This is an optimization exercise on Yosys and OpenROAD, whose aim is small area, a short achievable clock period and few clock cycles, not a production implementation.
Only simulation tests tie the RTL to the original design; equivalence was not proved.
Power is estimated from default activity; no workload was simulated.

Design deadlock_detection_safety_check, start of the top module:
module deadlock_detection_safety_check #(
   parameter int NPROC = dds_pkg::NPROC_DEF,
   parameter int NRES  = dds_pkg::NRES_DEF
) (
   input  logic                         clock,
   input  logic                         reset,
   input  logic                         req_valid,
   output logic                         req_ready,
   input  logic [dds_pkg::ACTION_W-1:0] req_action,
   input  logic [dds_pkg::PIDX_W-1:0]   req_process_index,
   input  logic [dds_pkg::RIDX_W-1:0]   req_resource_index,
   input  logic [dds_pkg::UNITS_W-1:0]  req_held_units,
   input  logic [dds_pkg::UNITS_W-1:0]  req_max_units,
   input  logic [dds_pkg::UNITS_W-1:0]  req_free_units,
   output logic                         rsp_valid,
   input  logic                         rsp_ready,
   output logic                         rsp_deadlocked,
   output logic [dds_pkg::MASK_W-1:0]   rsp_blocked_mask,
   output logic [dds_pkg::COUNT_W-1:0]  rsp_finished_count
);
Size in the first run: about 6,200 cells after synthesis, roughly 1,400 flip-flops.
make LEC_CHECK=0 ABC_AREA=1 CAP_MARGIN=20 CORE_MARGIN=2 CORE_UTILIZATION=40 CTS_CLUSTER_DIAMETER=60 CTS_CLUSTER_SIZE=30 SETUP_SLACK_MARGIN=2.7 SLEW_MARGIN=20 finish   # period 5.0 ns
run.sh (not shown) runs the stock make flow with config.mk's settings and CLKGATE_MAP_FILE= SYNTH_SCRIPT=/design/flow/synth_recipe.tcl, a recipe that flattens the netlist after the stock synthesis.
Testbench counts at the start, summed over its fixed seeds: cycles 10,637.
==> next run, changes <==
--- a/flow/design.v
+++ b/flow/design.v
@@ -169,17 +169,17 @@
    logic             running_next, ending_next, ready_next;
    logic [NPROC-1:0] fin_next;
    logic             nb_v;
    logic [1:0]       nb_act;
    logic [2:0]       nb_p;
    logic [1:0]       nb_r;
    logic [UW-1:0]    load_need;
    logic [NPROC-1:0] fits, cand, pick;
-   logic             picking, last_one;
+   logic             picking;
    logic [UW-1:0]    hsel [NRES];
    logic [UW:0]      sum  [NRES];
    assign req_ready   = ready_ff;
    assign req_fire    = req_valid && !busy_ff;
    assign report_fire = rsp_free_ff || rsp_ready;
    assign ld_free   = (free_we_ff != '0);
    assign start     = start_ff;
    assign load_need = (req_max_units > req_held_units) ? (req_max_units - req_held_units) : '0;
@@ -236,26 +236,16 @@
       lower = 1'b0;
       for (int p = 0; p < NPROC; p++) begin
          pick[p] = (pref != '0) ? pref[p] : (cand[p] && !lower);
          lower   = lower || cand[p];
       end
    end
    assign picking = (cand != '0);
    always_comb begin
-      logic one, more;
-      one  = 1'b0;
-      more = 1'b0;
-      for (int p = 0; p < NPROC; p++) begin
-         more = more || (one && !fin_ff[p]);
-         one  = one || !fin_ff[p];
-      end
-      last_one = one && !more;
-   end
-   always_comb begin
       for (int r = 0; r < NRES; r++) begin
          hsel[r] = '0;
          for (int p = 0; p < NPROC; p++) begin
             hsel[r] = hsel[r] | (held_ff[p][r] & {UW{pick[p]}});
          end
       end
    end
    always_comb begin
@@ -274,17 +264,17 @@
             running_next = 1'b0;
             fin_next     = '0;
          end else begin
             ending_next = report_ok_next;
          end
       end else if (running_ff || start) begin
          running_next = 1'b1;
          fin_next     = fin_ff | pick;
-         ending_next  = last_one && picking && report_ok_next;
+         ending_next  = (fin_next == '1) && report_ok_next;
       end
    end
    assign pv_n = n2park_ff || (pv_ff && !wpark_ff);
    assign pp_n = n2park_ff ? in_p_ff : pp_ff;
    assign pr_n = n2park_ff ? in_r_ff : pr_ff;
    always_comb begin
       wpark_n  = pv_n && (!running_next || ending_next || fin_ff[pp_n]);
       wn_n     = nb_v && (nb_act == 2'd0) && !wpark_n &&
The changed run ran to the end with no violations.
Via count decreases by about 10%.
Clock-buffer cell count increases by 4.
Worst hold slack is about the same.
Power decreases by 2.4%.
First-iteration DRC count decreases by about 22%.
Testbench counts after the change, summed over its fixed seeds: cycles 10,637.

--- another note on this design; it stands on its own ---

Setup of north:
==> flow/design.v (excerpt) <==
module deadlock_detection_safety_check #(
   parameter int NPROC = dds_pkg::NPROC_DEF,
   parameter int NRES  = dds_pkg::NRES_DEF
) (
   input  logic                         clock,
   input  logic                         reset,
   input  logic                         req_valid,
   output logic                         req_ready,
   input  logic [dds_pkg::ACTION_W-1:0] req_action,
   input  logic [dds_pkg::PIDX_W-1:0]   req_process_index,
   input  logic [dds_pkg::RIDX_W-1:0]   req_resource_index,
   input  logic [dds_pkg::UNITS_W-1:0]  req_held_units,
   input  logic [dds_pkg::UNITS_W-1:0]  req_max_units,
   input  logic [dds_pkg::UNITS_W-1:0]  req_free_units,
   output logic                         rsp_valid,
   input  logic                         rsp_ready,
   output logic                         rsp_deadlocked,
   output logic [dds_pkg::MASK_W-1:0]   rsp_blocked_mask,
   output logic [dds_pkg::COUNT_W-1:0]  rsp_finished_count
);
   localparam int UW = dds_pkg::UNITS_W;
   logic                         in_v_ff;
   logic [dds_pkg::ACTION_W-1:0] in_act_ff;
   logic [dds_pkg::PIDX_W-1:0]   in_p_ff;
   logic [dds_pkg::RIDX_W-1:0]   in_r_ff;
   logic [UW-1:0]                in_a_ff;    
   logic [UW-1:0]                in_b_ff;    
   logic                         pv_ff;
   logic [dds_pkg::PIDX_W-1:0]   pp_ff;
   logic [dds_pkg::RIDX_W-1:0]   pr_ff;
   logic [UW-1:0]                pa_ff;
   logic [UW-1:0]                pb_ff;
   logic [UW-1:0] held_ff [NPROC][NRES];
   logic [UW-1:0] need_ff [NPROC][NRES];
   logic [UW-1:0] free_ff [NRES];
   logic [UW-1:0]    work_ff [NRES];
   logic             ovf_ff  [NRES];
   logic [NPROC-1:0] fit_ff;
   logic [UW-1:0]    hsel_ff [NRES];
   logic             ready_ff;      
   logic             busy_ff;       
   logic             running_ff;
   logic             ending_ff;     
   logic             pk1_ff;        
   logic             pk2_ff;        
  ...
Size: roughly 5,700 cells after synthesis, roughly 74 I/O pins, ~59,000 µm² of cells after synthesis.
clock: 5.0 ns
lec_check: 0
abc_area: 1
cap_margin: 20
core_margin: 2
core_utilization: 40
cts_cluster_diameter: 60
cts_cluster_size: 30
setup_slack_margin: 2.5
slew_margin: 20
run.sh (not shown) runs the stock make flow with config.mk's settings and CLKGATE_MAP_FILE= SYNTH_SCRIPT=/design/flow/synth_recipe.tcl, a recipe that flattens the netlist after the stock synthesis.
Testbench counts of north, summed over its fixed seeds: cycles 10,747.
What south does differently from north at the input level:
Settings: SETUP_SLACK_MARGIN now 2.7, was 2.5.
Notes after the runs:
- Relative to north, the clock buffer count of south is lower by 12.
- Sum of internal, switching and leakage power ends up lower on south.
- south and north ended up with roughly the same via count of the first global-routing pass.
- Re number of port buffers: no difference whatsoever between south and north.
- Combinational cell fraction of total power: south higher than north
- Worst setup path startpoint: req_held_units[3] -> north, rsp_mask_ff[0]$_DFFE_PP_ -> south
- [compare] base=north new=south: shortest period the worst path allows moved down, arrival time at the worst endpoint moved down, register fraction of the total cell area moved down.
- Layout overhead on the synthesized area was lower in north than in south.

what the ideal ports hide:
The flow's constraints put no driver on any port. The routed layouts listed below were extracted and timed again, unchanged, in two steps. Step 1: set_driving_cell puts a clkbuf_16 on clock and a buf_2 on each other input, an assumption about the parent block. Step 2 times the ports against the registers' clock, not the clock port: input delays grow and output delays shrink by t, the midpoint of the rising clock arrivals with the driver on. Slacks: ideal / step 1 / step 2; pairs: ideal / step 1.
run | t, ns | slack for setup (ns) | worst slew at a driven data input, ns | cell pins on the clock port's net
the first run of note 1 | 0.835 | 2.541 / 2.541 / 1.953 | 0.06 | 1
the second run of note 1 | 0.808 | 2.534 / 2.534 / 1.772 | 0.07 | 1
north | 0.801 | 2.561 / 2.491 / 1.808 | 0.10 | 1
south | 0.801 | 2.648 / 2.582 / 1.920 | 0.05 | 1
After both steps setup and hold are still met in every run listed. For the second run of note 1, which loses most, drivers alone change the setup slack by 0.000 ns; drivers and shift together by -0.762 ns.
